Context: an optimization exercise on an open-source flow, tuned for small area and a short achievable clock period. The choices shown serve that exercise and are no tape-out recipe.
Only simulation tests tie the RTL to the original design; equivalence was not proved.
Power is estimated from default activity; no workload was simulated.

[flow/run.sh]
#!/bin/bash
# synth_recipe.tcl (not shown) runs the flow's synth.tcl, then flattens the netlist and writes it again
# the make line also repeats each setting of config.mk as NAME=value (left out here)
make -C /OpenROAD-flow-scripts/flow DESIGN_CONFIG=/design/flow/config.mk WORK_HOME=/design/flow/orfs CLKGATE_MAP_FILE= SYNTH_SCRIPT=/design/flow/synth_recipe.tcl finish
[flow/config.mk]
export PLATFORM = sky130hd
export DESIGN_NAME = pwm_multi
export DESIGN_NICKNAME = pwm_multi
export VERILOG_FILES = /design/flow/design.v
export SDC_FILE = /design/flow/constraint.sdc
export NUM_CORES = 4
export LEC_CHECK = 0
export CAP_MARGIN = 20
export CORE_MARGIN = 2
export CORE_UTILIZATION = 40
export SLEW_MARGIN = 20
[flow/constraint.sdc]
create_clock -name core_clock -period 5.0 [get_ports {csi_clk}]
set_input_delay 1.0000 -clock core_clock [delete_from_list [all_inputs] [get_ports {csi_clk}]]
set_output_delay 1.0000 -clock core_clock [all_outputs]
set_load 0.01 [all_outputs]
[flow/design.v]
package pwm_multi_pkg;
  localparam logic [1:0] REG_COUNT = 2'd0;
  localparam logic [1:0] REG_ON    = 2'd1;
  localparam logic [1:0] REG_OFF   = 2'd2;
  localparam logic [1:0] REG_CTRL  = 2'd3;
  localparam int CTRL_LEVEL      = 0;
  localparam int CTRL_RUNNING    = 1;
  localparam int CTRL_ONE_SHOT   = 2;
  localparam int CTRL_POS_IRQ_EN = 3;
  localparam int CTRL_NEG_IRQ_EN = 4;
  localparam int CTRL_POS_FLAG   = 5;
  localparam int CTRL_NEG_FLAG   = 6;
  localparam int CTRL_INVERT     = 7;
endpackage
module pwm_channel (
  input  logic        clk_i,
  input  logic        rst_i,
  input  logic [31:0] wd_i,        
  input  logic        cnt_wr_i,    
  input  logic        on_ld_i,     
  input  logic        off_ld_i,    
  input  logic        ctrl_wr_i,   
  output logic [31:0] cnt_o,
  output logic [31:0] on_o,
  output logic [31:0] off_o,
  output logic [7:0]  ctrl_o,
  output logic        out_o,
  output logic        irq_o
);
  logic [31:0] cnt_q, on_q, off_q, offa_q;
  logic level_q, running_q, one_shot_q, pos_en_q, neg_en_q, pos_flag_q, neg_flag_q, invert_q;
  logic        zero;
  logic [31:0] zl;         
  logic        stop, act, load_on, load_off, dec, os_end;
  always_comb begin
    zl[0] = 1'b1;
    for (int i = 1; i < 32; i++) zl[i] = zl[i-1] & ~cnt_q[i-1];
  end
  assign zero = zl[31] & ~cnt_q[31];
  assign stop     = ctrl_wr_i & ~wd_i[1] & running_q;
  assign act      = running_q & ~stop;
  assign load_on  = (ctrl_wr_i & wd_i[1] & ~running_q) | (act & zero & ~level_q);
  assign load_off = act & zero & level_q & ~one_shot_q;
  assign os_end   = act & zero & level_q & one_shot_q;
  assign dec      = act & ~zero;
  logic [31:0] cnt_d;
  always_comb begin
    if (cnt_wr_i)      cnt_d = wd_i;
    else if (load_on)  cnt_d = on_q;
    else if (load_off) cnt_d = offa_q;
    else               cnt_d = cnt_q ^ ({32{dec}} & zl);
  end
  always_ff @(posedge clk_i) begin
    cnt_q <= cnt_d;
    if (on_ld_i)  on_q  <= wd_i;
    if (off_ld_i) off_q <= wd_i;
    if (!level_q) offa_q <= off_q;
  end
  always_ff @(posedge clk_i) begin
    if (rst_i) begin
      level_q    <= 1'b0;
      running_q  <= 1'b0;
      one_shot_q <= 1'b0;
      pos_en_q   <= 1'b0;
      neg_en_q   <= 1'b0;
      pos_flag_q <= 1'b0;
      neg_flag_q <= 1'b0;
      invert_q   <= 1'b0;
    end else begin
      if (load_on) level_q <= 1'b1;
      else if (stop || load_off || os_end) level_q <= 1'b0;
      if (os_end) running_q <= 1'b0;
      else if (ctrl_wr_i) running_q <= wd_i[1];
      if (ctrl_wr_i) begin
        one_shot_q <= wd_i[2];
        pos_en_q   <= wd_i[3];
        neg_en_q   <= wd_i[4];
        invert_q   <= wd_i[7];
      end
      pos_flag_q <= load_on | (pos_flag_q & ~(ctrl_wr_i & wd_i[5]));
      neg_flag_q <= (load_off | os_end) | (neg_flag_q & ~(ctrl_wr_i & wd_i[6]));
    end
  end
  assign cnt_o  = cnt_q;
  assign on_o   = on_q;
  assign off_o  = off_q;
  assign ctrl_o = {invert_q, neg_flag_q, pos_flag_q, neg_en_q, pos_en_q, one_shot_q, running_q, level_q};
  assign out_o  = level_q ^ invert_q;
  assign irq_o  = (pos_flag_q & pos_en_q) | (neg_flag_q & neg_en_q);
endmodule
module pwm_multi
#(
  parameter int NUM_CHANNELS  = 8,
  parameter int COUNTER_WIDTH = 32,
  localparam int ADDR_W       = $clog2(NUM_CHANNELS) + 2
) (
  input  logic                    csi_clk,
  input  logic                    rsi_reset,
  input  logic [ADDR_W-1:0]       avs_s0_address,
  input  logic                    avs_s0_read,
  input  logic                    avs_s0_write,
  input  logic [31:0]             avs_s0_writedata,
  output logic [31:0]             avs_s0_readdata,
  output logic                    ins_irq_n,
  output logic [NUM_CHANNELS-1:0] coe_conduit_output
);
  localparam int NCH = 8;
  logic [31:0] wd;
  logic [NCH-1:0] ch_sel;
  logic [3:0]     reg_sel;
  logic [NCH-1:0] irq_vec;
  logic [31:0]    cnt [NCH];
  logic [31:0]    on  [NCH];
  logic [31:0]    off [NCH];
  logic [7:0]     ctrl[NCH];
  logic [31:0]    readdata_q;
  assign wd = avs_s0_writedata & {32{~rsi_reset}};
  always_comb begin
    for (int i = 0; i < NCH; i++) ch_sel[i] = (avs_s0_address[4:2] == 3'(i));
    for (int r = 0; r < 4; r++)   reg_sel[r] = (avs_s0_address[1:0] == 2'(r));
  end
  generate
    for (genvar g = 0; g < NCH; g++) begin : g_ch
      logic we;
      assign we = avs_s0_write & ch_sel[g];
      pwm_channel u_ch (
        .clk_i     (csi_clk),
        .rst_i     (rsi_reset),
        .wd_i      (wd),
        .cnt_wr_i  (rsi_reset | (we & reg_sel[0])),
        .on_ld_i   (rsi_reset | (we & reg_sel[1])),
        .off_ld_i  (rsi_reset | (we & reg_sel[2])),
        .ctrl_wr_i (we & reg_sel[3]),
        .cnt_o     (cnt[g]),
        .on_o      (on[g]),
        .off_o     (off[g]),
        .ctrl_o    (ctrl[g]),
        .out_o     (coe_conduit_output[g]),
        .irq_o     (irq_vec[g])
      );
    end
  endgenerate
  logic        rd_en, hold;
  logic [31:0] rd_d;
  assign rd_en = avs_s0_read & ~rsi_reset;
  assign hold  = ~avs_s0_read & ~rsi_reset;
  always_comb begin
    rd_d = readdata_q & {32{hold}};
    for (int i = 0; i < NCH; i++) begin
      rd_d = rd_d | (cnt[i]          & {32{rd_en & ch_sel[i] & reg_sel[0]}});
      rd_d = rd_d | (on[i]           & {32{rd_en & ch_sel[i] & reg_sel[1]}});
      rd_d = rd_d | (off[i]          & {32{rd_en & ch_sel[i] & reg_sel[2]}});
      rd_d = rd_d | ({24'd0, ctrl[i]} & {32{rd_en & ch_sel[i] & reg_sel[3]}});
    end
  end
  always_ff @(posedge csi_clk) readdata_q <= rd_d;
  assign avs_s0_readdata = readdata_q;
  assign ins_irq_n       = ~|irq_vec;
endmodule
==> flow_summary.yaml, run 1 <==
status:
  status: "timing/DRC/antenna clean"
cells_and_area:
  fin_nets: 4641
  drive_gt1_share_pct: 14.24
  final_common_cell: "edfxtp_1"
  layout_common_cells: "edfxtp_1 (768), dfxtp_1 (352), buf_4 (304), nand2_1 (288), nor2_1 (288)"
  syn_to_final_growth_pct: 18.29
  post-route-util_pct: 47.63
detailed_routing:
  vias: 44940
  firstDrtPassIters: 7
  m1WireLength_um: 100400
  post_drt_via_cell_ratio: 7.086
  drc: 0
  wirelength_um: 281200
  routed-wl-met2_um: 118600
  wl_met3_um: 28710
  drt_iter0_drc: 8221
  wl_per_cell_um: 44.35
  antenna_left: 0
  top_layer: "met4"
worst_hold_path:
  hold_depth: 0
  hp-class: "flop to flop"
placed_design:
  dp_hpwl_um: 213000
  io_buffer_count: 81
  place.gp.congestion: 1.078
critical_path:
  startpoint_type: "input port"
  cp.required_ps: 5610
  critPathSlowestCell: "clkdlybuf4s50_1"
  cp_max_fo: 17
  path_cells: "clkdlybuf4s50_1 > nand4bb_1 > o311ai_0 > nor3_1 > nand3_1 > nand3_1 > buf_4 > a211oi_1 > a2111oi_0"
  crit_type: "input port to flop"
  r2r_cells: 9
  crit_top_cell: "nand3_1"
  critPathCaptureType: "flop"
  max_stage_delay_ps: 990
  crit_arrival_ps: 5070
clock_network:
  cts_sinks: 1120
  path_clk_slew_ps: 60
  numCtsBuffers: 119
  cts_setup_buffers: 0
  holdBufCountCts: 0
  clockBufferDepth: 3
  ctsHtreeMaxLevel: 3
  cts_resized: 0
  cts_tree: "built"
  insertion_delay_ps: 780
  cts_root_buf: "clkbuf_16"
grt:
  grt_max_degree: 103
  grt_pass1_wl_um: 370600
  grt_pass1_vias: 41470
  overflow: 0
  grt_usage_pct: 43.28
  antenna_found_initial: 8
power_and_ir_drop:
  cellInternalPower_uw: 16580
  combPwrFrac_pct: 8.7
  pwr-share-seq_pct: 50.3
  irDropWorstVdd_mv: 0.2833
  total_switching_power_uw: 6196
  power.clock.fraction_pct: 40.9
  powerDensity_mw_per_mm2: 386.7
  p_leak_uw: 0.02067
  p_sw_share_pct: 27.21
yosys:
  synth_top_area_share_pct: 46.32
  yosys_warnings: 6
  syn_area_sq_mm: 0.04978
  yosysTopAreaCell: "edfxtp_1"
  avgSynthCellArea_sq_um: 11.41
  synthCells: 4364
  syn_nets: 4413
  synth-seq-area-share_pct: 60.48
  synthFlopType: "edfxtp_1"
  synth.area.top_cells: "edfxtp_1 (46%), dfxtp_1 (14%), a22oi_1 (4.2%)"
  async_flop_share_pct: 0
  synth.distinct_cells: 99
  ys_ff_latch: 1120
  synth-edff-count: 768
sta:
  setup_violations: 0
  fin_skew_ps: 33.49
  min_period_ps: 4455
  fin_crit_sh_pct: 89.10
  relSlewSlack_pct: 19.40
  worst_slew_pin_slew_ps: 1209
  max_freq_mhz: 224.5
  hold_viol_final: 0
  rsz0062_at_grt: "false"
  tns_ps: 0
  slew_viol_final: 0
die:
  die-width_um: 356.8
  coreArea_sq_mm: 0.1236
  die_area_sq_mm: 0.1273
  initial_core_util_pct: 40.27
  dieHeight_um: 356.8
  row_count: 129
  io_pins: 82
job:
  max_cap_viol_count: 0
-- cell families after synthesis --
| logic type | share of synthesized area, % |
|---|---|
| compound gates | 19.43 |
| xor+xnor | 2.146 |
| fa+ha+maj | 0.2011 |
| buf+inv | 3.044 |
| flops | 60.48 |
| mux | 0.3695 |
| simple gates | 14.33 |
-- routing by layer --
layer  track usage, %  vias up
met4            40.89        0
met5                0        -
met3            8.123      976
met1            53.60    22280
met2            63.49     3853
li1                 -    17830
-- through the flow --
stage / hold slack, ps / cells / worst slack, ps / total power (uW) / cell area, sq um
3_3_place_gp: 428.7 / 6107 / 178.0 / 13490 / 54810
3_5_place_dp: 434.1 / 6107 / 59.94 / 13500 / 54820
5_1_grt: 449.9 / 6334 / 540.8 / 23210 / 58870
4_1_cts: 445.2 / 6333 / 820.3 / 22690 / 58850
6_report: 444.9 / 6342 / 545.2 / 22770 / 58890
2_1_floorplan: 426.2 / 4364 / 324.6 / 12060 / 49780
-- cells in the mapped netlist (all sizes together) (27+ instances only) --
library cell and n:
edfxtp 768, dfxtp 352, nor2 296, nand2 291, a22oi 279, clkbuf 257, nor3 200, a21oi 172
o21ai 162, a211oi 124, nor4 120, nand3 119, a221oi 84, or3 84, o22ai 75, inv 74
a22o 67, xor2 63, xnor2 59, nand4 54, buf 52, or4 47, a2111oi 42, o32ai 39
o31ai 33, a21o 30, o211ai 30, a222oi 27
-- registers in the layout (all words and copies together), names as in the netlist --
signal,cells
g_ch.u_ch.on_q,256
g_ch.u_ch.invert_q,8
g_ch.u_ch.running_q,8
g_ch.u_ch.offa_q,256
g_ch.u_ch.off_q,256
g_ch.u_ch.level_q,8
g_ch.u_ch.neg_en_q,8
g_ch.u_ch.one_shot_q,8
g_ch.u_ch.pos_flag_q,8
g_ch.u_ch.neg_flag_q,8
readdata_q,32
g_ch.u_ch.cnt_q,256
g_ch.u_ch.pos_en_q,8
-- area by class of cell --
| cell class | count | area, sq um |
|---|---|---|
| Clock buffer | 153 | 3216 |
| Tap cell | 1637 | 2048 |
| Sequential cell | 1120 | 30110 |
| Inverter | 76 | 287.8 |
| Antenna cell | 8 | 20.02 |
| Clock inverter | 73 | 818.3 |
| Timing Repair Buffer | 416 | 3702 |
| Multi-Input combinational cell | 2859 | 18690 |
| Fill cell | 11460 | 64740 |
-- path summary, 6_finish.rpt --
path                              to  slack (ps)                    from
min reg2reg  g_ch[1].u_ch.offa_q[22]         440  g_ch[1].u_ch.off_q[22]
max            g_ch[4].u_ch.cnt_q[5]         550       avs_s0_address[3]
min          g_ch[1].u_ch.offa_q[22]         440  g_ch[1].u_ch.off_q[22]
max reg2reg    g_ch[5].u_ch.cnt_q[1]         910  g_ch[5].u_ch.cnt_q[17]
-- power groups by stage --
stage                     registers (uW)  logic [uW]  clock network [uW]
after floorplan                    11200         892                   0
after global placement             11600        1880                   0
after detailed placement           11600        1880                   0
after CTS                          11400        1890                9370
after global routing               11500        2020                9730
final                              11500        1990                9320
-- worst max-delay path: cells and delay by family --
kind	cells	cell delay (ps)
compound gates	3	750
buf+inv	2	1190
simple gates	4	2110
==> run 2: changes to the inputs <==
--- a/flow/design.v
+++ b/flow/design.v
@@ -25,68 +25,78 @@
   output logic [31:0] off_o,
   output logic [7:0]  ctrl_o,
   output logic        out_o,
-  output logic        irq_o
+  output logic        irq_o        
 );
   logic [31:0] cnt_q, on_q, off_q, offa_q;
   logic level_q, running_q, one_shot_q, pos_en_q, neg_en_q, pos_flag_q, neg_flag_q, invert_q;
   logic        zero;
   logic [31:0] zl;         
-  logic        stop, act, load_on, load_off, dec, os_end;
+  logic        start, stop, act, load_on, load_off, dec, os_end;
+  logic        s_on, s_off, s_cnt;
   always_comb begin
     zl[0] = 1'b1;
     for (int i = 1; i < 32; i++) zl[i] = zl[i-1] & ~cnt_q[i-1];
   end
   assign zero = zl[31] & ~cnt_q[31];
+  assign start    = ctrl_wr_i & wd_i[1] & ~running_q;
   assign stop     = ctrl_wr_i & ~wd_i[1] & running_q;
   assign act      = running_q & ~stop;
-  assign load_on  = (ctrl_wr_i & wd_i[1] & ~running_q) | (act & zero & ~level_q);
+  assign load_on  = start | (act & zero & ~level_q);
   assign load_off = act & zero & level_q & ~one_shot_q;
   assign os_end   = act & zero & level_q & one_shot_q;
   assign dec      = act & ~zero;
+  assign s_on  = ~cnt_wr_i & load_on;
+  assign s_off = ~cnt_wr_i & load_off;
+  assign s_cnt = ~cnt_wr_i & ~start;
   logic [31:0] cnt_d;
-  always_comb begin
-    if (cnt_wr_i)      cnt_d = wd_i;
-    else if (load_on)  cnt_d = on_q;
-    else if (load_off) cnt_d = offa_q;
-    else               cnt_d = cnt_q ^ ({32{dec}} & zl);
-  end
+  assign cnt_d = ({32{cnt_wr_i}} & wd_i) | ({32{s_on}} & on_q) | ({32{s_off}} & offa_q) |
+                 ({32{s_cnt}} & (cnt_q ^ ({32{dec}} & zl)));
   always_ff @(posedge clk_i) begin
     cnt_q <= cnt_d;
     if (on_ld_i)  on_q  <= wd_i;
     if (off_ld_i) off_q <= wd_i;
     if (!level_q) offa_q <= off_q;
   end
+  logic level_d, running_d, one_shot_d, pos_en_d, neg_en_d, pos_flag_d, neg_flag_d, invert_d;
+  logic out_q;
+  always_comb begin
+    level_d    = load_on | (level_q & ~(stop | load_off | os_end));
+    running_d  = ctrl_wr_i ? wd_i[1] : running_q;
+    one_shot_d = ctrl_wr_i ? wd_i[2] : one_shot_q;
+    pos_en_d   = ctrl_wr_i ? wd_i[3] : pos_en_q;
+    neg_en_d   = ctrl_wr_i ? wd_i[4] : neg_en_q;
+    invert_d   = ctrl_wr_i ? wd_i[7] : invert_q;
+    pos_flag_d = load_on | (pos_flag_q & ~(ctrl_wr_i & wd_i[5]));
+    neg_flag_d = load_off | os_end | (neg_flag_q & ~(ctrl_wr_i & wd_i[6]));
+    if (os_end) running_d = 1'b0;
+    if (rst_i) begin
+      level_d    = 1'b0;
+      running_d  = 1'b0;
+      one_shot_d = 1'b0;
+      pos_en_d   = 1'b0;
+      neg_en_d   = 1'b0;
+      pos_flag_d = 1'b0;
+      neg_flag_d = 1'b0;
+      invert_d   = 1'b0;
+    end
+  end
   always_ff @(posedge clk_i) begin
-    if (rst_i) begin
-      level_q    <= 1'b0;
-      running_q  <= 1'b0;
-      one_shot_q <= 1'b0;
-      pos_en_q   <= 1'b0;
-      neg_en_q   <= 1'b0;
-      pos_flag_q <= 1'b0;
-      neg_flag_q <= 1'b0;
-      invert_q   <= 1'b0;
-    end else begin
-      if (load_on) level_q <= 1'b1;
-      else if (stop || load_off || os_end) level_q <= 1'b0;
-      if (os_end) running_q <= 1'b0;
-      else if (ctrl_wr_i) running_q <= wd_i[1];
-      if (ctrl_wr_i) begin
-        one_shot_q <= wd_i[2];
-        pos_en_q   <= wd_i[3];
-        neg_en_q   <= wd_i[4];
-        invert_q   <= wd_i[7];
-      end
-      pos_flag_q <= load_on | (pos_flag_q & ~(ctrl_wr_i & wd_i[5]));
-      neg_flag_q <= (load_off | os_end) | (neg_flag_q & ~(ctrl_wr_i & wd_i[6]));
-    end
+    level_q    <= level_d;
+    running_q  <= running_d;
+    one_shot_q <= one_shot_d;
+    pos_en_q   <= pos_en_d;
+    neg_en_q   <= neg_en_d;
+    pos_flag_q <= pos_flag_d;
+    neg_flag_q <= neg_flag_d;
+    invert_q   <= invert_d;
+    out_q      <= level_d ^ invert_d;
   end
   assign cnt_o  = cnt_q;
   assign on_o   = on_q;
   assign off_o  = off_q;
   assign ctrl_o = {invert_q, neg_flag_q, pos_flag_q, neg_en_q, pos_en_q, one_shot_q, running_q, level_q};
-  assign out_o  = level_q ^ invert_q;
-  assign irq_o  = (pos_flag_q & pos_en_q) | (neg_flag_q & neg_en_q);
+  assign out_o  = out_q;
+  assign irq_o  = (pos_flag_d & pos_en_d) | (neg_flag_d & neg_en_d);   
 endmodule
 module pwm_multi
 #(
@@ -155,5 +165,7 @@
   end
   always_ff @(posedge csi_clk) readdata_q <= rd_d;
   assign avs_s0_readdata = readdata_q;
-  assign ins_irq_n       = ~|irq_vec;
+  logic irq_n_q;
+  always_ff @(posedge csi_clk) irq_n_q <= ~|irq_vec;
+  assign ins_irq_n       = irq_n_q;
 endmodule
--- a/flow/config.mk
+++ b/flow/config.mk
@@ -8,4 +8,5 @@
 export CAP_MARGIN = 20
 export CORE_MARGIN = 2
 export CORE_UTILIZATION = 40
+export SETUP_SLACK_MARGIN = 2.6
 export SLEW_MARGIN = 20
==> flow_summary.yaml, run 2 <==
critical_path:
  startpoint_type: "flop"
  crit_type: "flop to flop"
  crit_buf_inv: 3
  critPathSlowestCell: "dfxtp_1"
  cp.required_ps: 5700
  cp_top_family: "simple AND/OR/NAND/NOR gates"
  crit_arrival_ps: 4130
  cp_max_fo: 11
  max_stage_delay_ps: 530
  critPathCaptureType: "flop"
  path_cells: "nor2_2 > nand4_1 > buf_4 > or3b_4 > or3_4 > nor4_4 > buf_6 > buf_16 > a22o_1 > a221o_1"
sta:
  min_period_ps: 3436
  rsz0062_at_grt: "true"
  slew_viol_final: 0
  worst_slew_pin_slew_ps: 1070
  tns_ps: 0
  max_freq_mhz: 291.1
  setup_violations: 0
  relSlewSlack_pct: 28.35
  hold_viol_final: 0
  fin_crit_sh_pct: 68.71
  fin_skew_ps: 45.45
  setup_slack_ps: 1564
placed_design:
  io_buffer_count: 81
  place.gp.congestion: 1.061
  preCtsSetupSlack_ps: 198.8
  dp_hpwl_um: 178000
clock_network:
  ctsHtreeMaxLevel: 3
  clockBufferDepth: 3
  cts_tree: "built"
  numCtsBuffers: 119
  insertion_delay_ps: 790
  path_clk_slew_ps: 60
  cts_root_buf: "clkbuf_16"
  holdBufCountCts: 0
  cts_sinks: 1129
yosys:
  syn_area_sq_mm: 0.04734
  avgSynthCellArea_sq_um: 12.31
  yosys_warnings: 6
  yosysMostFrequentCell: "edfxtp_1"
  async_flop_share_pct: 0
  synth-edff-count: 768
  synth.distinct_cells: 80
  ys_top_cells_by_count: "edfxtp_1 (768), dfxtp_1 (361), a22oi_1 (286)"
  synth_top_area_share_pct: 48.71
  synthCells: 3845
  ys_ff_latch: 1129
  yosysTopAreaCell: "edfxtp_1"
  synthFlopType: "edfxtp_1"
  synth-seq-area-share_pct: 63.98
  synth.area.top_cells: "edfxtp_1 (49%), dfxtp_1 (15%), a22oi_1 (4.5%)"
  syn_nets: 3894
status:
  status: "timing/DRC/antenna clean"
die:
  io_pins: 82
  initial_core_util_pct: 40.20
  die-width_um: 348.0
  row_count: 126
  dieHeight_um: 348.0
  die_area_sq_mm: 0.1211
  coreArea_sq_mm: 0.1178
detailed_routing:
  drc: 0
  drt_iter0_drc: 9788
  firstDrtPassIters: 10
  wl_per_cell_um: 47.06
  post_drt_via_cell_ratio: 7.349
  vias: 46060
  wirelength_um: 295000
  antenna_left: 0
power_and_ir_drop:
  total_switching_power_uw: 6098
  p_sw_share_pct: 27.02
  pwr-share-seq_pct: 50.0
  irDropWorstVdd_mv: 0.2784
  combPwrFrac_pct: 10.6
  power.clock.fraction_pct: 39.4
  powerDensity_mw_per_mm2: 334.2
  p_leak_uw: 0.02476
  cellInternalPower_uw: 16470
cells_and_area:
  multiInputGateArea_sq_mm: 0.02055
  syn_to_final_growth_pct: 42.61
  final_common_cell: "edfxtp_1"
  num-fill-cells: 9428
  register_area_sq_mm: 0.03046
  fin_nets: 4662
  drive_gt1_share_pct: 38.41
  layout_common_cells: "edfxtp_1 (768), buf_4 (457), dfxtp_1 (278), a22oi_1 (230), nor2_1 (207)"
worst_hold_path:
  hp-class: "flop to flop"
grt:
  antenna_found_initial: 16
  grt_usage_pct: 46.43
  grt_max_degree: 39
  overflow: 0
  grt_pass1_wl_um: 376100
  grt_pass1_vias: 41180
job:
  max_cap_viol_count: 0
[run 2: worst paths after layout]
check	slack (ps)	endpoint	depth (start not counted)	startpoint
setup / recovery	1560	g_ch[3].u_ch.cnt_q[18]	10	g_ch[3].u_ch.cnt_q[13]
hold / removal	440	g_ch[1].u_ch.offa_q[3]	0	g_ch[1].u_ch.off_q[3]
setup reg to reg	1560	g_ch[3].u_ch.cnt_q[18]	10	g_ch[3].u_ch.cnt_q[13]
hold reg to reg	440	g_ch[1].u_ch.offa_q[3]	0	g_ch[1].u_ch.off_q[3]
[run 2: stage by stage]
step	area [sq um]	power (uW)	utilization (%)	instances	hold slack (ps)
2_1_floorplan	49850	11850	-	3845	422.2
3_3_place_gp	53490	12990	45.42	5502	429.7
3_5_place_dp	53520	12990	45.44	5504	433.3
4_1_cts	64180	22140	54.50	6099	447.4
5_1_grt	67480	22830	57.30	6255	457.5
6_report	67510	22570	57.33	6268	436.5
[run 2: layer usage]
metal | vias up | GRT usage, % | wire, um
met5 | - | 0 | 491
met4 | 21 | 34.46 | 29910
met3 | 1408 | 23.29 | 53880
met2 | 5052 | 60.17 | 109800
met1 | 22580 | 58.62 | 100900
li1 | 17000 | - | -
[run 2: power groups by stage]
stage | sequential [uW] | clock [uW] | combinational, uW
finish | 11300 | 8900 | 2400
CTS | 11200 | 8830 | 2110
global placement | 11400 | 0 | 1620
global route | 11300 | 9190 | 2340
detailed placement | 11400 | 0 | 1620
floorplan | 11100 | 0 | 725
[run 2: cell families after synthesis]
kind of cell / Yosys count / synth area share (%)
compound gates: 1161 / 18.39
xor+xnor: 171 / 3.164
fa+ha+maj: 8 / 0.2114
buf+inv: 307 / 2.556
flops: 1129 / 63.98
mux: 22 / 0.4889
simple gates: 1047 / 11.21
[run 2: area by class of cell]
type | instances | area share, %
Sequential cell | 1129 | 45.12
Multi-Input combinational cell | 2410 | 30.44
Timing Repair Buffer | 894 | 15.55
Clock buffer | 156 | 4.794
Tap cell | 1536 | 2.847
Clock inverter | 70 | 0.8395
Inverter | 59 | 0.3632
Antenna cell | 14 | 0.05189
[run 2: timing repair]
action,in CTS,in global routing
gates cloned,41,15
pin swaps,270,258
endpoints found under the setup margin,1093,351
buffers inserted,328,140
resized for setup,795,381
==> run 3: changes to the inputs <==
--- a/flow/config.mk
+++ b/flow/config.mk
@@ -7,6 +7,8 @@
 export LEC_CHECK = 0
 export CAP_MARGIN = 20
 export CORE_MARGIN = 2
-export CORE_UTILIZATION = 40
+export CORE_UTILIZATION = 65
+export CTS_CLUSTER_DIAMETER = 100
+export CTS_CLUSTER_SIZE = 30
 export SETUP_SLACK_MARGIN = 2.6
 export SLEW_MARGIN = 20
==> flow_summary.yaml, run 3 <==
status:
  status: "aborted with a tool error"
  haltStage: "global routing"
  error: "[ERROR GRT-0232] Routing congestion too high. Check the congestion heatmap in the GUI."
yosys:
  synthMuxAreaShare_pct: 0.4889
  synth-seq-area-share_pct: 63.98
  synth_top_area_share_pct: 48.71
  synth_compound_area_share_pct: 18.39
  syn_nets: 3894
  ys_ff_latch: 1129
  yosys_warnings: 6
  synth-edff-count: 768
  synthCells: 3845
  synth.distinct_cells: 80
  async_flop_share_pct: 0
  avgSynthCellArea_sq_um: 12.31
  yosys.area_share.simple_pct: 11.21
  syn_area_sq_mm: 0.04734
  synth_fa_ha_area_share_pct: 0.2114
  ys_top_cells_by_count: "edfxtp_1 (768), dfxtp_1 (361), a22oi_1 (286)"
  synth_xor_area_share_pct: 3.164
  yosysTopAreaCell: "edfxtp_1"
  yosysMostFrequentCell: "edfxtp_1"
  synth_top_family_by_area: "compound AO/OA/AOI/OAI gates"
  synth.area.top_cells: "edfxtp_1 (49%), dfxtp_1 (15%), a22oi_1 (4.5%)"
  synthFlopType: "edfxtp_1"
die:
  row_count: 98
  initial_core_util_pct: 65.89
  io_pins: 82
  dieHeight_um: 273.9
  die-width_um: 273.9
clock_network:
  clockBufferDepth: 3
  holdBufCountCts: 0
  cts_root_buf: "clkbuf_16"
  cts_sinks: 1129
  numCtsBuffers: 44
  ctsHtreeMaxLevel: 2
placed_design:
  io_buffer_count: 81
  place.gp.congestion: 1.212
  dp_hpwl_um: 156300
grt:
  overflow: 91
  grt_usage_pct: 80.40
  grt_max_degree: 57
==> run 3: how the worst max path moves through the flow <==
stage,depth (start not counted),from,end
after CTS,9,g_ch[3].u_ch.cnt_q[6],g_ch[3].u_ch.cnt_q[11]
after detailed placement,8,avs_s0_address[2],g_ch[1].u_ch.cnt_q[26]
after global placement,8,avs_s0_address[2],g_ch[1].u_ch.cnt_q[26]
after floorplan,9,avs_s0_address[4],g_ch[3].u_ch.cnt_q[7]
==> run 3: what timing repair did <==
action | CTS
setup endpoints to repair | 1149
cloned | 39
pin swaps | 253
setup buffers | 292
resized for setup | 740
==> run 3: power groups by stage <==
| stage | sequential, uW | combinational, uW | clock (uW) |
|---|---|---|---|
| 3_3_place_gp | 11300 | 1450 | 0 |
| 4_1_cts | 11200 | 1900 | 4590 |
| 3_5_place_dp | 11300 | 1480 | 0 |
| 2_1_floorplan | 11100 | 725 | 0 |
==> run 3: cell families after synthesis <==
kind of cell,after synthesis
and+or+nand+nor,1047
DFF,1129
AOI/OAI and AO/OA,1161
buffers and inverters,307
xor gates and xnor gates,171
adders and majority gates,8
muxes,22
==> run 3: through the flow <==
stage	cells	total power (uW)	worst slack, ps	instance area, sq um	utilization, %
after detailed placement	4874	12820	122.2	52380	72.89
after CTS	5287	17650	1853	60000	83.51
after floorplan	3845	11850	1960	49850	-
after global placement	4874	12760	240.8	52360	72.88
==> run 3: per-layer routing <==
metal / overflow / GRT usage [%]
met1: 1 / 84.06
met3: 3 / 71.50
met2: 44 / 89.58
met4: 42 / 71.10
met5: 1 / 59.88
==> run 4: changes to the inputs <==
--- a/flow/config.mk
+++ b/flow/config.mk
@@ -7,8 +7,8 @@
 export LEC_CHECK = 0
 export CAP_MARGIN = 20
 export CORE_MARGIN = 2
-export CORE_UTILIZATION = 65
+export CORE_UTILIZATION = 50
 export CTS_CLUSTER_DIAMETER = 100
 export CTS_CLUSTER_SIZE = 30
-export SETUP_SLACK_MARGIN = 2.6
+export SETUP_SLACK_MARGIN = 1.8
 export SLEW_MARGIN = 20
==> flow_summary.yaml, run 4 <==
cells_and_area:
  layout_common_cells: "edfxtp_1 (768), dfxtp_1 (353), a22oi_1 (286), buf_4 (278), nand2_1 (246)"
  fin_nets: 4123
  post-route-util_pct: 58.45
  stdcell_area_sq_mm: 0.05471
  final_common_cell: "edfxtp_1"
  drive_gt1_share_pct: 15.08
  syn_to_final_growth_pct: 15.57
  num-fill-cells: 7784
detailed_routing:
  drt_iter0_drc: 10110
  antenna_left: 0
  wirelength_um: 261400
  drc: 0
  post_drt_via_cell_ratio: 7.949
  wl_per_cell_um: 48.54
  vias: 42800
  firstDrtPassIters: 13
die:
  io_pins: 82
  die_area_sq_mm: 0.09716
  die-width_um: 311.7
  initial_core_util_pct: 50.57
  coreArea_sq_mm: 0.09361
  row_count: 112
  dieHeight_um: 311.7
sta:
  max_freq_mhz: 296.9
  fin_skew_ps: 49.08
  slew_viol_final: 0
  rsz0062_at_grt: "true"
  setup_slack_ps: 1632
  worst_slew_pin_slew_ps: 1322
  tns_ps: 0
  fin_crit_sh_pct: 67.36
  setup_violations: 0
  min_period_ps: 3368
  relSlewSlack_pct: 11.18
  hold_viol_final: 0
critical_path:
  crit_type: "input port to flop"
  crit_start: "avs_s0_address[0]"
  critPathCaptureType: "flop"
  cp_max_fo: 16
  cp.required_ps: 5590
  reg2reg_from: "g_ch[1].u_ch.cnt_q[13]"
  crit_arrival_ps: 3960
  startpoint_type: "input port"
placed_design:
  place_area_sq_mm: 0.05196
  dp_hpwl_um: 171200
  preCtsSetupSlack_ps: 248.1
  place.gp.congestion: 1.124
  io_buffer_count: 81
grt:
  overflow: 0
  grt_pass1_wl_um: 343200
  grt_pass1_vias: 39580
  antenna_found_initial: 21
  grt_max_degree: 47
  grt_usage_pct: 52.22
clock_network:
  cts_tree: "built"
  insertion_delay_ps: 710
  path_clk_slew_ps: 120
  cts_root_buf: "clkbuf_16"
  numCtsBuffers: 45
  cts_sinks: 1129
  ctsHtreeMaxLevel: 2
  holdBufCountCts: 0
  clockBufferDepth: 3
worst_hold_path:
  hp-class: "flop to flop"
  hp-start: "g_ch[1].u_ch.off_q[0]"
yosys:
  ys_top_cells_by_count: "edfxtp_1 (768), dfxtp_1 (361), a22oi_1 (286)"
  yosysTopAreaCell: "edfxtp_1"
  synth_top_area_share_pct: 48.71
  synthCells: 3845
  synth-seq-area-share_pct: 63.98
  avgSynthCellArea_sq_um: 12.31
  synth.distinct_cells: 80
  syn_area_sq_mm: 0.04734
  synth-edff-count: 768
  yosysMostFrequentCell: "edfxtp_1"
  syn_nets: 3894
  yosys_warnings: 6
  async_flop_share_pct: 0
  synth.area.top_cells: "edfxtp_1 (49%), dfxtp_1 (15%), a22oi_1 (4.5%)"
  synthFlopType: "edfxtp_1"
  ys_ff_latch: 1129
status:
  status: "timing/DRC/antenna clean"
power_and_ir_drop:
  p_leak_uw: 0.01887
  irDropWorstVdd_mv: 0.3732
  powerDensity_mw_per_mm2: 328.2
job:
  max_cap_viol_count: 0
run 4: layer usage:
layer  share of wire [%]  vias to the layer above  wire, um  global-route usage (%)
met3                  19                     1304     48900                   26.32
met1                  34                    20770     88160                   65.93
met4                 9.9                       18     25830                   38.46
met2                  37                     4932     97980                   67.67
met5                0.20                        -       513                   3.261
li1                    -                    15780         -                       -
run 4: cells by family after synthesis:
logic type	after synthesis	synth area share, %
fa+ha+maj	8	0.2114
buf+inv	307	2.556
flops	1129	63.98
mux	22	0.4889
xor+xnor	171	3.164
compound gates	1161	18.39
simple gates	1047	11.21
run 4: stage by stage:
stage / hold WS (ps) / power (uW) / cells
2_1_floorplan: 422.2 / 11720 / 3845
3_3_place_gp: 431.3 / 12850 / 5213
3_5_place_dp: 433.2 / 12890 / 5216
4_1_cts: 433.5 / 17670 / 5349
5_1_grt: 447.9 / 18140 / 5367
6_report: 430.3 / 17960 / 5385
run 4: where the power goes:
group	internal, uW	switching (uW)	leakage [uW]	total (uW)
clock network	1880	3100	0.000669	4980
registers	10700	472	0.0106	11200
logic	475	1340	0.00762	1820
run 4: timing repair:
item	CTS	global route
cloned	4	0
pin swaps	23	14
gates resized for setup	90	65
buffers inserted	45	16
endpoints found under the setup margin	324	191
run 4: final timing paths:
kind | endpoint | slack, ps | depth (start not counted)
min | g_ch[1].u_ch.offa_q[0] | 430 | 0
max | g_ch[1].u_ch.cnt_q[29] | 1630 | 12
min reg2reg | g_ch[1].u_ch.offa_q[0] | 430 | 0
max reg2reg | g_ch[1].u_ch.cnt_q[29] | 1710 | 11
run 4: critical path, cell delays in order:
cell and delay (ps):
clkdlybuf4s50_1 500, buf_6 200, nand2_2 110, buf_12 180, o31ai_4 280, or4_4 250
nor4_4 50, buf_4 180, buf_16 160, buf_16 170, a222oi_1 730, nand2_1 100
run 4: area by class of cell:
cell class	instances	area [sq um]	area share, %
Multi-Input combinational cell	2409	16930	30.95
Tap cell	1254	1569	2.868
Timing Repair Buffer	430	4215	7.704
Antenna cell	20	50.05	0.09147
Sequential cell	1129	30300	55.39
Clock inverter	7	121.4	0.2218
Inverter	59	230.2	0.4208
Clock buffer	77	1289	2.355
==> run 5: changes to the inputs <==
--- a/flow/design.v
+++ b/flow/design.v
@@ -16,6 +16,7 @@
   input  logic        clk_i,
   input  logic        rst_i,
   input  logic [31:0] wd_i,        
+  input  logic        wd_zero_i,   
   input  logic        cnt_wr_i,    
   input  logic        on_ld_i,     
   input  logic        off_ld_i,    
@@ -33,11 +34,20 @@
   logic [31:0] zl;         
   logic        start, stop, act, load_on, load_off, dec, os_end;
   logic        s_on, s_off, s_cnt;
+  logic [31:0] pz [6];
   always_comb begin
-    zl[0] = 1'b1;
-    for (int i = 1; i < 32; i++) zl[i] = zl[i-1] & ~cnt_q[i-1];
+    pz[0] = ~cnt_q;
+    for (int l = 0; l < 5; l++) begin
+      for (int i = 0; i < 32; i++) begin
+        if ((i >> l) & 1) pz[l+1][i] = pz[l][i] & pz[l][((i >> l) << l) - 1];
+        else              pz[l+1][i] = pz[l][i];
+      end
+    end
   end
-  assign zero = zl[31] & ~cnt_q[31];
+  assign zl   = {pz[5][30:0], 1'b1};
+  logic z_q, on_z_q, off_z_q, offa_z_q, cnt_one;
+  assign zero    = z_q;
+  assign cnt_one = cnt_q[0] & ~|cnt_q[31:1];
   assign start    = ctrl_wr_i & wd_i[1] & ~running_q;
   assign stop     = ctrl_wr_i & ~wd_i[1] & running_q;
   assign act      = running_q & ~stop;
@@ -51,8 +61,20 @@
   logic [31:0] cnt_d;
   assign cnt_d = ({32{cnt_wr_i}} & wd_i) | ({32{s_on}} & on_q) | ({32{s_off}} & offa_q) |
                  ({32{s_cnt}} & (cnt_q ^ ({32{dec}} & zl)));
+  logic z_d;
+  always_comb begin
+    if (cnt_wr_i)   z_d = wd_zero_i;
+    else if (s_on)  z_d = on_z_q;
+    else if (s_off) z_d = offa_z_q;
+    else if (dec)   z_d = cnt_one;
+    else            z_d = z_q;
+  end
   always_ff @(posedge clk_i) begin
     cnt_q <= cnt_d;
+    z_q   <= z_d;
+    if (on_ld_i)  on_z_q  <= wd_zero_i;
+    if (off_ld_i) off_z_q <= wd_zero_i;
+    if (!level_q) offa_z_q <= off_z_q;
     if (on_ld_i)  on_q  <= wd_i;
     if (off_ld_i) off_q <= wd_i;
     if (!level_q) offa_q <= off_q;
@@ -124,7 +146,9 @@
   logic [31:0]    off [NCH];
   logic [7:0]     ctrl[NCH];
   logic [31:0]    readdata_q;
-  assign wd = avs_s0_writedata & {32{~rsi_reset}};
+  logic wd_zero;
+  assign wd      = avs_s0_writedata & {32{~rsi_reset}};
+  assign wd_zero = ~|wd;
   always_comb begin
     for (int i = 0; i < NCH; i++) ch_sel[i] = (avs_s0_address[4:2] == 3'(i));
     for (int r = 0; r < 4; r++)   reg_sel[r] = (avs_s0_address[1:0] == 2'(r));
@@ -137,6 +161,7 @@
         .clk_i     (csi_clk),
         .rst_i     (rsi_reset),
         .wd_i      (wd),
+        .wd_zero_i (wd_zero),
         .cnt_wr_i  (rsi_reset | (we & reg_sel[0])),
         .on_ld_i   (rsi_reset | (we & reg_sel[1])),
         .off_ld_i  (rsi_reset | (we & reg_sel[2])),
--- a/flow/config.mk
+++ b/flow/config.mk
@@ -7,8 +7,8 @@
 export LEC_CHECK = 0
 export CAP_MARGIN = 20
 export CORE_MARGIN = 2
-export CORE_UTILIZATION = 50
-export CTS_CLUSTER_DIAMETER = 100
-export CTS_CLUSTER_SIZE = 30
-export SETUP_SLACK_MARGIN = 1.8
+export CORE_UTILIZATION = 45
+export CTS_CLUSTER_DIAMETER = 60
+export CTS_CLUSTER_SIZE = 20
+export SETUP_SLACK_MARGIN = 2.4
 export SLEW_MARGIN = 20
==> flow_summary.yaml, run 5 <==
power_and_ir_drop:
  irDropWorstVdd_mv: 0.3926
  total_switching_power_uw: 6049
  powerDensity_mw_per_mm2: 370.2
  p_leak_uw: 0.02082
  cellInternalPower_uw: 16140
  pwr-share-seq_pct: 51.8
  combPwrFrac_pct: 7.4
  p_sw_share_pct: 27.27
  power.clock.fraction_pct: 40.8
critical_path:
  crit_type: "flop to flop"
  crit_buf_inv: 0
  cp.required_ps: 5590
  cp_max_fo: 4
  critPathSlowestCell: "or4_4"
  reg2reg_from: "g_ch[2].u_ch.cnt_q[24]"
  startpoint_type: "flop"
  crit_top_cell: "or4_4"
  crit_start: "g_ch[2].u_ch.cnt_q[24]"
  max_stage_delay_ps: 600
  critPathCaptureType: "flop"
  crit_arrival_ps: 3410
  path_cells: "or4_4 > or4_4 > or4_4 > or4_4 > a21oi_2"
  cp_top_family: "simple AND/OR/NAND/NOR gates"
placed_design:
  place.gp.congestion: 1.056
  placed_cells: 5376
  dp_hpwl_um: 161500
  place_area_sq_mm: 0.05394
  io_buffer_count: 81
status:
  status: "timing/DRC/antenna clean"
detailed_routing:
  vias: 42730
  antenna_left: 0
  drt_iter0_drc: 8471
  firstDrtPassIters: 7
  wirelength_um: 250100
  wl_per_cell_um: 43.79
  post_drt_via_cell_ratio: 7.482
  drc: 0
clock_network:
  holdBufCountCts: 0
  cts_sinks: 1161
  path_clk_slew_ps: 90
  insertion_delay_ps: 760
  numCtsBuffers: 108
  cts_tree: "built"
  clockBufferDepth: 3
  cts_root_buf: "clkbuf_16"
  ctsHtreeMaxLevel: 3
die:
  die_area_sq_mm: 0.1108
  io_pins: 82
  initial_core_util_pct: 45.41
  die-width_um: 332.9
  row_count: 120
  dieHeight_um: 332.9
  coreArea_sq_mm: 0.1072
grt:
  antenna_found_initial: 16
  grt_pass1_vias: 39760
  grt_max_degree: 36
  grt_pass1_wl_um: 333000
  overflow: 0
  grt_usage_pct: 43.87
yosys:
  avgSynthCellArea_sq_um: 12.38
  synth-seq-area-share_pct: 64.19
  synthFlopType: "edfxtp_1"
  synth_top_area_share_pct: 49.35
  yosysTopAreaCell: "edfxtp_1"
  synth.distinct_cells: 77
  synth-edff-count: 800
  synth.area.top_cells: "edfxtp_1 (49%), dfxtp_1 (15%), a22oi_1 (5.6%)"
  async_flop_share_pct: 0
  ys_top_cells_by_count: "edfxtp_1 (800), a22oi_1 (365), dfxtp_1 (361)"
  ys_ff_latch: 1161
  syn_area_sq_mm: 0.04868
  syn_nets: 3980
  synthCells: 3931
  yosys_warnings: 7
  yosysMostFrequentCell: "edfxtp_1"
sta:
  relSlewSlack_pct: 27.12
  max_freq_mhz: 354.3
  rsz0062_at_grt: "true"
  hold_viol_final: 0
  worst_slew_pin_slew_ps: 1089
  min_period_ps: 2822
  slew_viol_final: 0
  setup_violations: 0
  fin_skew_ps: 36.50
  fin_crit_sh_pct: 56.44
  timing.hold.ws_ps: 425.1
  tns_ps: 0
worst_hold_path:
  hp-class: "flop to flop"
  hp-start: "g_ch[6].u_ch.off_z_q"
cells_and_area:
  layout_common_cells: "edfxtp_1 (800), dfxtp_1 (343), a22oi_1 (330), buf_4 (293), nor2_1 (262)"
  drive_gt1_share_pct: 22.59
  syn_to_final_growth_pct: 23.11
  final_cells: 5710
  post-route-util_pct: 55.91
  fin_nets: 4252
  final_common_cell: "edfxtp_1"
  stdcell_area_sq_mm: 0.05994
job:
  max_cap_viol_count: 0
run 5: changes by cell type after synthesis, moves of 44 or more:
| cell | before | now |
|---|---|---|
| a22o_1 | 103 | 50 |
| a22oi_1 | 286 | 365 |
| nand2_1 | 255 | 135 |
| nand3_1 | 139 | 87 |
| nor3_1 | 93 | 137 |
| o21ai_0 | 70 | 224 |
| o21ai_1 | 127 | 18 |
| o221ai_1 | 2 | 72 |
| xnor2_1 | 102 | 149 |
run 5: timing repair:
action                     4_1_cts  5_1_grt
resized for setup              240       78
setup endpoints to repair      801      184
pin swaps                       38       24
setup buffers                   86       25
cloned                           7        2
run 5: final timing paths:
path	end	slack [ps]	depth (start not counted)
hold / removal	g_ch[6].u_ch.offa_z_q	430	0
setup / recovery	g_ch[2].u_ch.z_q	2180	5
hold reg to reg	g_ch[6].u_ch.offa_z_q	430	0
setup reg to reg	g_ch[2].u_ch.z_q	2180	5
run 5: kinds of logic (layout without fill, tap and decap cells):
| group | Yosys count | after routing | share of synthesized area (%) |
|---|---|---|---|
| AO/OA/AOI/OAI | 1163 | 1163 | 17.73 |
| XOR/XNOR | 213 | 213 | 3.832 |
| adder cells (fa/ha/maj) | 8 | 8 | 0.2056 |
| buffers and inverters | 360 | 724 | 2.930 |
| flip-flops | 1161 | 1161 | 64.19 |
| multiplexers | 13 | 13 | 0.2879 |
| other | 0 | 8 | 0 |
| AND/OR/NAND/NOR | 1013 | 1017 | 10.82 |
run 5: area by class of cell:
type	count	area, sq um
timing repair buffer	447	4258
antenna	8	20.02
timing repair inverter	2	17.52
multi-input combinational	2414	18470
tap	1403	1755
inverter	69	279.0
clock buffer	125	2913
sequential	1161	31280
fill	9016	47270
clock inverter	81	945.9
run 5: routing by layer:
layer | share of wire, % | GRT usage (%)
met5 | 0.13 | 1.607
met4 | 8.1 | 27.49
met2 | 41 | 62.58
met1 | 35 | 56.35
met3 | 16 | 16.01
run 5: power groups by stage:
stage / clock (uW) / combinational, uW / sequential, uW
after floorplan: 0 / 665 / 11400
after global placement: 0 / 1390 / 11700
after detailed placement: 0 / 1400 / 11700
after CTS: 9030 / 1520 / 11500
after global routing: 9360 / 1640 / 11500
final: 9050 / 1650 / 11500
run 5: per-stage QoR:
step                      power [uW]  worst slack (ps)
after floorplan                12100              2211
after global routing           22520              2173
after detailed placement       13060             645.1
after CTS                      22010              2224
final                          22190              2178
after global placement         13050             650.0
==> run 6: changes to the inputs <==
--- a/flow/config.mk
+++ b/flow/config.mk
@@ -7,8 +7,8 @@
 export LEC_CHECK = 0
 export CAP_MARGIN = 20
 export CORE_MARGIN = 2
-export CORE_UTILIZATION = 45
-export CTS_CLUSTER_DIAMETER = 60
-export CTS_CLUSTER_SIZE = 20
-export SETUP_SLACK_MARGIN = 2.4
+export CORE_UTILIZATION = 50
+export CTS_CLUSTER_DIAMETER = 100
+export CTS_CLUSTER_SIZE = 25
+export SETUP_SLACK_MARGIN = 2.3
 export SLEW_MARGIN = 20
==> flow_summary.yaml, run 6 <==
status:
  status: "timing/DRC/antenna clean"
sta:
  max_freq_mhz: 355.5
  fin_crit_sh_pct: 56.26
  worst_slew_pin_slew_ps: 1272
  fin_skew_ps: 58.48
  tns_ps: 0
  setup_violations: 0
  min_period_ps: 2813
  relSlewSlack_pct: 15.02
  slew_viol_final: 0
  timing.hold.ws_ps: 427.6
  rsz0062_at_grt: "true"
  hold_viol_final: 0
critical_path:
  crit_buf_inv: 2
  cp_top_family: "simple AND/OR/NAND/NOR gates"
  crit_type: "input port to flop"
  critPathCaptureType: "flop"
  path_cells: "buf_8 > buf_6 > nor2_4 > and3_4 > a22o_1 > nor3_1 > nand4_1 > or3_1"
  crit_arrival_ps: 3460
  cp.required_ps: 5640
  max_stage_delay_ps: 480
  startpoint_type: "input port"
  cp_max_fo: 33
  critPathSlowestCell: "or3_1"
detailed_routing:
  wl_per_cell_um: 44.22
  vias: 41650
  firstDrtPassIters: 10
  post_drt_via_cell_ratio: 7.645
  antenna_left: 0
  drc: 0
  drt_iter0_drc: 8792
  wirelength_um: 240800
yosys:
  yosys.area_share.simple_pct: 10.82
  synth_compound_area_share_pct: 17.73
  avgSynthCellArea_sq_um: 12.38
  synthCells: 3931
  ys_top_cells_by_count: "edfxtp_1 (800), a22oi_1 (365), dfxtp_1 (361)"
  async_flop_share_pct: 0
  synth.distinct_cells: 77
  synth.area.top_cells: "edfxtp_1 (49%), dfxtp_1 (15%), a22oi_1 (5.6%)"
  yosysTopAreaCell: "edfxtp_1"
  synthFlopType: "edfxtp_1"
  syn_area_sq_mm: 0.04868
  ys_ff_latch: 1161
  synthMuxAreaShare_pct: 0.2879
  syn_nets: 3980
  synth_xor_area_share_pct: 3.832
  yosys_warnings: 7
  synth_fa_ha_area_share_pct: 0.2056
  synth_top_area_share_pct: 49.35
  yosysMostFrequentCell: "edfxtp_1"
  synth_top_family_by_area: "compound AO/OA/AOI/OAI gates"
  synth-edff-count: 800
  synth-seq-area-share_pct: 64.19
clock_network:
  cts_sinks: 1161
  path_clk_slew_ps: 120
  cts_tree: "built"
  cts_root_buf: "clkbuf_16"
  holdBufCountCts: 0
  clockBufferDepth: 3
  numCtsBuffers: 52
  insertion_delay_ps: 740
  ctsHtreeMaxLevel: 2
placed_design:
  place.gp.congestion: 1.062
  io_buffer_count: 81
  place_area_sq_mm: 0.05332
  dp_hpwl_um: 159900
cells_and_area:
  final_common_cell: "edfxtp_1"
  stdcell_area_sq_mm: 0.05645
  num-fill-cells: 7865
  multiInputGateArea_sq_mm: 0.01756
  layout_common_cells: "edfxtp_1 (800), a22oi_1 (363), dfxtp_1 (344), buf_4 (279), nor2_1 (263)"
  register_area_sq_mm: 0.03128
  syn_to_final_growth_pct: 15.95
  fin_nets: 4174
  post-route-util_pct: 58.45
  drive_gt1_share_pct: 16.47
die:
  die_area_sq_mm: 0.09988
  initial_core_util_pct: 50.41
  io_pins: 82
  coreArea_sq_mm: 0.09657
  row_count: 114
  die-width_um: 316.0
  dieHeight_um: 316.0
worst_hold_path:
  hp-class: "flop to flop"
grt:
  antenna_found_initial: 12
  grt_pass1_vias: 38250
  grt_pass1_wl_um: 320400
  grt_usage_pct: 47.16
  overflow: 0
  grt_max_degree: 37
power_and_ir_drop:
  p_leak_uw: 0.01904
  irDropWorstVdd_mv: 0.2980
  power.total_uw: 18250
  powerDensity_mw_per_mm2: 323.3
job:
  max_cap_viol_count: 0
[run 6: cell counts after synthesis]
No cell type changed its count.
[run 6: cells by family after synthesis]
| group | after synthesis |
|---|---|
| DFF | 1161 |
| xor gates and xnor gates | 213 |
| muxes | 13 |
| adders and majority gates | 8 |
| buffers and inverters | 360 |
| and+or+nand+nor | 1013 |
| AOI/OAI and AO/OA | 1163 |
[run 6: per-stage QoR]
stage	instances	setup slack [ps]
finish	5447	2187
global route	5442	2219
CTS	5410	2259
detailed placement	5265	288.3
global placement	5264	300.7
floorplan	3931	2144
[run 6: cell type report]
type | count | area share [%]
Antenna cell | 5 | 0.02217
Clock buffer | 92 | 2.644
Clock inverter | 3 | 0.05098
Inverter | 69 | 0.5120
Multi-Input combinational cell | 2411 | 31.11
Sequential cell | 1161 | 55.42
Tap cell | 1276 | 2.828
Timing Repair Buffer | 430 | 7.410
[run 6: worst paths after layout]
path	start	to	slack, ps	depth (start not counted)
max	rsi_reset	readdata_q[3]	2190	8
min	g_ch[6].u_ch.off_q[4]	g_ch[6].u_ch.offa_q[4]	430	0
max reg2reg	g_ch[5].u_ch.running_q	g_ch[5].u_ch.cnt_q[12]	2270	6
min reg2reg	g_ch[6].u_ch.off_q[4]	g_ch[6].u_ch.offa_q[4]	430	0
[run 6: report_power, final]
group / leakage, uW / switching, uW / total, uW / internal, uW
logic: 0.00741 / 1120 / 1570 / 444
registers: 0.0109 / 479 / 11500 / 11000
clock network: 0.000726 / 3170 / 5220 / 2060
[run 6: per-layer routing]
layer | vias to the layer above | GRT usage, % | wire length (um)
li1 | 15980 | - | -
met1 | 20550 | 61.12 | 83120
met2 | 4081 | 67.52 | 98860
met3 | 1028 | 16.78 | 39020
met4 | 14 | 29.46 | 19750
met5 | - | 0 | 91
[run 6: what timing repair did]
action                                 4_1_cts  5_1_grt
endpoints found under the hold margin        0        0
cloned                                       1        3
pin swaps                                   24       20
buffers inserted                            49       29
gates resized for setup                    172       56
setup endpoints to repair                  606      160
==> run 7: changes to the inputs <==
--- a/flow/design.v
+++ b/flow/design.v
@@ -148,7 +148,7 @@
   logic [31:0]    readdata_q;
   logic wd_zero;
   assign wd      = avs_s0_writedata & {32{~rsi_reset}};
-  assign wd_zero = ~|wd;
+  assign wd_zero = rsi_reset | ~|avs_s0_writedata;   
   always_comb begin
     for (int i = 0; i < NCH; i++) ch_sel[i] = (avs_s0_address[4:2] == 3'(i));
     for (int r = 0; r < 4; r++)   reg_sel[r] = (avs_s0_address[1:0] == 2'(r));
==> flow_summary.yaml, run 7 <==
yosys:
  synth.area.top_cells: "edfxtp_1 (50%), dfxtp_1 (15%), a22oi_1 (4.9%)"
  async_flop_share_pct: 0
  synth-seq-area-share_pct: 64.48
  ys_ff_latch: 1161
  synth-edff-count: 800
  ys_top_cells_by_count: "edfxtp_1 (800), dfxtp_1 (361), a22oi_1 (314)"
  yosys_warnings: 7
  yosysMostFrequentCell: "edfxtp_1"
  avgSynthCellArea_sq_um: 12.50
  syn_area_sq_mm: 0.04846
  yosysTopAreaCell: "edfxtp_1"
  synthFlopType: "edfxtp_1"
  synth_top_area_share_pct: 49.57
  synthCells: 3878
  syn_nets: 3927
  synth.distinct_cells: 80
critical_path:
  cp.required_ps: 5560
  r2r_cells: 6
  reg2reg_from: "g_ch[6].u_ch.cnt_q[25]"
  startpoint_type: "input port"
  crit_start: "avs_s0_writedata[2]"
  crit_type: "input port to flop"
  crit_arrival_ps: 3380
  cp_max_fo: 6
  critPathCaptureType: "flop"
sta:
  fin_crit_sh_pct: 56.51
  max_freq_mhz: 353.9
  fin_skew_ps: 37.82
  tns_ps: 0
  min_period_ps: 2826
  slew_viol_final: 0
  worst_slew_pin_slew_ps: 1201
  hold_viol_final: 0
  rsz0062_at_grt: "true"
  setup_violations: 0
  relSlewSlack_pct: 19.64
clock_network:
  insertion_delay_ps: 730
  path_clk_slew_ps: 100
  cts_tree: "built"
  cts_sinks: 1161
  ctsHtreeMaxLevel: 2
  cts_root_buf: "clkbuf_16"
  numCtsBuffers: 53
  clockBufferDepth: 3
cells_and_area:
  drive_gt1_share_pct: 16.32
  multiInputGateArea_sq_mm: 0.01744
  fin_nets: 4091
  layout_common_cells: "edfxtp_1 (800), dfxtp_1 (347), a22oi_1 (313), buf_4 (234), nor2_1 (203)"
  stdcell_area_sq_mm: 0.05609
  final_common_cell: "edfxtp_1"
  syn_to_final_growth_pct: 15.74
  num-fill-cells: 8061
  register_area_sq_mm: 0.03128
detailed_routing:
  firstDrtPassIters: 12
  drt_iter0_drc: 8337
  antenna_left: 0
  drc: 0
  vias: 41080
  wl_per_cell_um: 43.36
  post_drt_via_cell_ratio: 7.639
  wirelength_um: 233200
die:
  row_count: 114
  coreArea_sq_mm: 0.09642
  die_area_sq_mm: 0.09943
  die-width_um: 315.3
  io_pins: 82
  initial_core_util_pct: 50.26
  dieHeight_um: 315.3
grt:
  grt_max_degree: 48
  grt.met1_usage_pct: 59.47
  overflow: 0
  gr-usage-met3_pct: 15.89
  grt_pass1_wl_um: 312200
  busiest_layer: "met2"
  grt_util_met2_pct: 65.95
  antenna_found_initial: 16
  grt_pass1_vias: 37870
  grt_usage_pct: 45.90
placed_design:
  place.gp.congestion: 1.056
  io_buffer_count: 81
  place_area_sq_mm: 0.05246
  dp_hpwl_um: 151300
power_and_ir_drop:
  p_leak_uw: 0.01897
  powerDensity_mw_per_mm2: 327.1
  irDropWorstVdd_mv: 0.2740
worst_hold_path:
  hold_depth: 0
  hp-class: "flop to flop"
  hp-start: "g_ch[0].u_ch.off_z_q"
job:
  max_cap_viol_count: 0
status:
  status: "timing/DRC/antenna clean"
[run 7: changes by cell type after synthesis, moves of 21 or more]
cell | before | now
nand2b_1 | 45 | 13
o221ai_1 | 72 | 14
a222oi_1 | 79 | 179
nand2_1 | 135 | 183
nor2_1 | 276 | 214
and3_1 | 15 | 36
a221oi_1 | 158 | 116
a22oi_1 | 365 | 314
o21ai_1 | 18 | 50
nor3_1 | 137 | 106
[run 7: what timing repair did]
action	in CTS	in global routing
gates cloned	5	1
endpoints found under the setup margin	744	200
gates resized for setup	224	69
buffers inserted	70	26
hold buffers	0	0
pin swaps	46	24
[run 7: cell families (layout without fill, tap and decap cells)]
family          count (synthesis)  after routing  synth area share [%]
fa+ha+maj                       8              8                0.2066
compound gates               1159           1159                 17.88
flops                        1161           1161                 64.48
mux                            11             11                0.2401
simple gates                  962            966                 10.35
buf+inv                       359            563                 2.904
xor+xnor                      218            218                 3.940
other cells                     0             16                     0
[run 7: layer usage]
layer	part of all wire [%]	up-vias
li1	-	15820
met1	35	20290
met2	42	3934
met3	16	1022
met4	8.0	18
met5	0.060	-
[run 7: through the flow]
step | util (%) | hold WS, ps | setup slack (ps) | total power (uW) | std cells
after global placement | 54.38 | 400.8 | 482.3 | 12930 | 5159
after global routing | 58.13 | 436.6 | 2193 | 18650 | 5363
after detailed placement | 54.41 | 404.5 | 583.4 | 12950 | 5160
after CTS | 57.57 | 429.1 | 2154 | 18170 | 5334
after floorplan | - | 400.3 | 2117 | 12040 | 3878
final | 58.17 | 428.8 | 2174 | 18350 | 5378
[run 7: where the power goes]
part	internal (uW)	leakage, uW	switching (uW)	total, uW
Sequential	11000	0.0109	468	11500
Clock	2120	0.000764	3220	5330
Combinational	447	0.00730	1100	1550
Total	13600	0.0190	4790	18300
[run 7: path summary, 6_finish.rpt]
| kind | end | slack, ps |
|---|---|---|
| max | g_ch[7].u_ch.z_q | 2170 |
| max reg2reg | g_ch[6].u_ch.z_q | 2190 |
| min reg2reg | g_ch[0].u_ch.offa_z_q | 430 |
| min | g_ch[0].u_ch.offa_z_q | 430 |
[run 7: layout make-up]
type                            count  share of cell area (%)
Multi-Input combinational cell   2362                   31.09
Inverter                           71                  0.5198
Timing Repair inverter              1                 0.01561
Antenna cell                       16                 0.07138
Tap cell                         1276                   2.846
Timing Repair Buffer              392                   6.830
Sequential cell                  1161                   55.76
Clock buffer                       93                   2.708
Clock inverter                      6                  0.1539
[run 7: critical path, cell delays in order]
cell	delay [ps]
clkdlybuf4s15_1	290
nor4_4	480
buf_4	240
nand4_1	370
o21ai_4	340
clkinvlp_4	150
buf_12	160
a22o_1	190
a31oi_1	150
==> run 8: changes to the inputs <==
--- a/flow/config.mk
+++ b/flow/config.mk
@@ -10,5 +10,6 @@
 export CORE_UTILIZATION = 50
 export CTS_CLUSTER_DIAMETER = 100
 export CTS_CLUSTER_SIZE = 25
+export PLACE_DENSITY = 0.7
 export SETUP_SLACK_MARGIN = 2.3
 export SLEW_MARGIN = 20
==> flow_summary.yaml, run 8 <==
yosys:
  syn_area_sq_mm: 0.04846
  synth.area.top_cells: "edfxtp_1 (50%), dfxtp_1 (15%), a22oi_1 (4.9%)"
  ys_top_cells_by_count: "edfxtp_1 (800), dfxtp_1 (361), a22oi_1 (314)"
  ys_ff_latch: 1161
  synthCells: 3878
  yosys_warnings: 7
  yosysTopAreaCell: "edfxtp_1"
  synth.distinct_cells: 80
  synthFlopType: "edfxtp_1"
  async_flop_share_pct: 0
  synth_top_area_share_pct: 49.57
  avgSynthCellArea_sq_um: 12.50
  syn_nets: 3927
  yosysMostFrequentCell: "edfxtp_1"
  synth-seq-area-share_pct: 64.48
  synth-edff-count: 800
placed_design:
  place.gp.congestion: 1.079
  io_buffer_count: 81
  dp_hpwl_um: 141400
  placed_cells: 5142
detailed_routing:
  vias: 41610
  antenna_left: 0
  wl_per_cell_um: 41.65
  wirelength_um: 222600
  firstDrtPassIters: 14
  post_drt_via_cell_ratio: 7.784
  drc: 0
  drt_iter0_drc: 9283
die:
  row_count: 114
  die-width_um: 315.3
  io_pins: 82
  coreArea_sq_mm: 0.09642
  die_area_sq_mm: 0.09943
  dieHeight_um: 315.3
  initial_core_util_pct: 50.26
critical_path:
  rrSetupSlack_ps: 2230
  cp.required_ps: 5530
  cp_max_fo: 21
  startpoint_type: "input port"
  critPathCaptureType: "flop"
  crit_type: "input port to flop"
  crit_arrival_ps: 3430
sta:
  rsz0062_at_grt: "true"
  setup_violations: 0
  worst_slew_pin_slew_ps: 1254
  fin_crit_sh_pct: 57.90
  min_period_ps: 2895
  relSlewSlack_pct: 16.41
  tns_ps: 0
  fin_skew_ps: 35.09
  max_freq_mhz: 345.4
  hold_viol_final: 0
  slew_viol_final: 0
clock_network:
  insertion_delay_ps: 710
  path_clk_slew_ps: 110
  ctsHtreeMaxLevel: 2
  numCtsBuffers: 53
  cts_sinks: 1161
  cts_root_buf: "clkbuf_16"
  clockBufferDepth: 3
  cts_tree: "built"
power_and_ir_drop:
  p_leak_uw: 0.01868
  powerDensity_mw_per_mm2: 328.2
  irDropWorstVdd_mv: 0.2785
cells_and_area:
  final_cells: 5346
  fin_nets: 4060
  multiInputGateArea_sq_mm: 0.01723
  final_common_cell: "edfxtp_1"
  syn_to_final_growth_pct: 14.54
  layout_common_cells: "edfxtp_1 (800), dfxtp_1 (344), a22oi_1 (314), buf_4 (228), nor2_1 (203)"
  register_area_sq_mm: 0.03128
  drive_gt1_share_pct: 14.97
  num-fill-cells: 7900
job:
  max_cap_viol_count: 0
grt:
  grt_pass1_vias: 38290
  grt_max_degree: 35
  overflow: 0
  grt_usage_pct: 43.40
  antenna_found_initial: 10
  grt_pass1_wl_um: 299800
worst_hold_path:
  hp-class: "flop to flop"
status:
  status: "timing/DRC/antenna clean"
-- run 8: cell counts after synthesis --
Identical to the previous run, type by type.
-- run 8: what timing repair did --
| action | in CTS | in global routing |
|---|---|---|
| hold buffers | 0 | 0 |
| pin swaps | 42 | 31 |
| gates cloned | 4 | 2 |
| setup endpoints to repair | 848 | 232 |
| buffers inserted | 63 | 21 |
| gates resized for setup | 182 | 73 |
-- run 8: stage by stage --
stage                     utilization, %  hold slack [ps]  setup WS (ps)  cell area [sq um]  power, uW
final                              57.57            429.8           2105              55510      18220
after global routing               57.53            442.9           2178              55480      18470
after global placement             54.24            400.4          729.2              52300      12860
after floorplan                        -            400.3           2117              49410      12040
after detailed placement           54.24            404.5          705.8              52300      12890
after CTS                          57.15            426.6           2229              55100      17980
-- run 8: layout make-up --
class                   count  area share [%]
diodes                     14         0.06311
clock buffers              94           2.705
clock inverters             6          0.1488
inverters                  71          0.5590
multi-input cells        2360           31.04
flip-flops and latches   1161           56.35
well taps                1276           2.876
repair buffers            362           6.232
repair inverters            2         0.02479
-- run 8: critical path, stage by stage --
cell,delay (ps)
buf_8,180
clkinv_4,210
buf_4,280
nand2_2,260
clkinvlp_4,180
buf_4,230
a222oi_1,900
o21ai_1,150
-- run 8: cells by family after synthesis --
logic type | share of synthesized area (%)
adders and majority gates | 0.2066
xor gates and xnor gates | 3.940
muxes | 0.2401
DFF | 64.48
AOI/OAI and AO/OA | 17.88
buffers and inverters | 2.904
and+or+nand+nor | 10.35
-- run 8: routing by layer --
layer / up-vias / global-route usage (%) / part of all wire, % / wire, um
met1: 20020 / 53.94 / 32 / 71660
met5: - / 0.7576 / 0.065 / 144
li1: 15770 / - / - / -
met2: 4597 / 60.60 / 40 / 89300
met4: 10 / 29.72 / 9.2 / 20490
met3: 1222 / 19.30 / 18 / 41040
-- run 8: path summary, 6_finish.rpt --
kind	from	to	depth (start not counted)
worst max-delay path	rsi_reset	g_ch[1].u_ch.cnt_q[5]	8
worst min register to register	g_ch[3].u_ch.off_z_q	g_ch[3].u_ch.offa_z_q	0
worst max register to register	g_ch[3].u_ch.running_q	g_ch[3].u_ch.cnt_q[27]	8
worst min-delay path	g_ch[3].u_ch.off_z_q	g_ch[3].u_ch.offa_z_q	0
-- run 8: power by group --
group          leakage [uW]  internal [uW]  switching, uW
Clock              0.000752           2090           3180
Sequential           0.0109          11000            463
Combinational       0.00703            418           1080

-- static timing again, ports no longer ideal --
The results above use ideal ports. As a check the final layouts listed here were re-extracted and re-timed, cells and wires unchanged. Step 1 (the two cells are an assumption about what drives the block):
set clk [get_ports {csi_clk}]
set_driving_cell -lib_cell sky130_fd_sc_hd__clkbuf_16 $clk
set_driving_cell -lib_cell sky130_fd_sc_hd__buf_2 [delete_from_list [all_inputs] $clk]
Step 2 moves the port delays by t, midway between the first and last clock arrival at a register: inputs arrive t later, outputs are due t later. That takes back most of the time a late clock gives input paths. Slacks: ideal / step 1 / step 2; pairs: ideal / step 1.
| run | t (ns) | slack for setup (ns) | worst hold slack (ns) | cell pins on the clock port's net |
|---|---|---|---|---|
| run 1 | 0.834 | 0.545 / 0.595 / -0.239 | 0.445 / 0.445 / 0.445 | 1 |
| run 2 | 0.851 | 1.564 / 1.564 / 1.076 | 0.437 / 0.437 / 0.437 | 1 |
| run 4 | 0.768 | 1.632 / 1.683 / 0.914 | 0.430 / 0.430 / 0.430 | 1 |
| run 5 | 0.810 | 2.178 / 2.115 / 1.304 | 0.425 / 0.425 / 0.425 | 1 |
| run 6 | 0.789 | 2.187 / 2.200 / 1.417 | 0.428 / 0.428 / 0.428 | 1 |
| run 7 | 0.784 | 2.174 / 2.194 / 1.442 | 0.429 / 0.429 / 0.429 | 1 |
| run 8 | 0.759 | 2.105 / 2.124 / 1.365 | 0.430 / 0.430 / 0.430 | 1 |
With both steps, setup timing fails in run 1, where it was met with ideal ports. The setup slack of run 5, which loses most, moves by -0.063 ns with the drivers and by -0.874 ns with both steps.
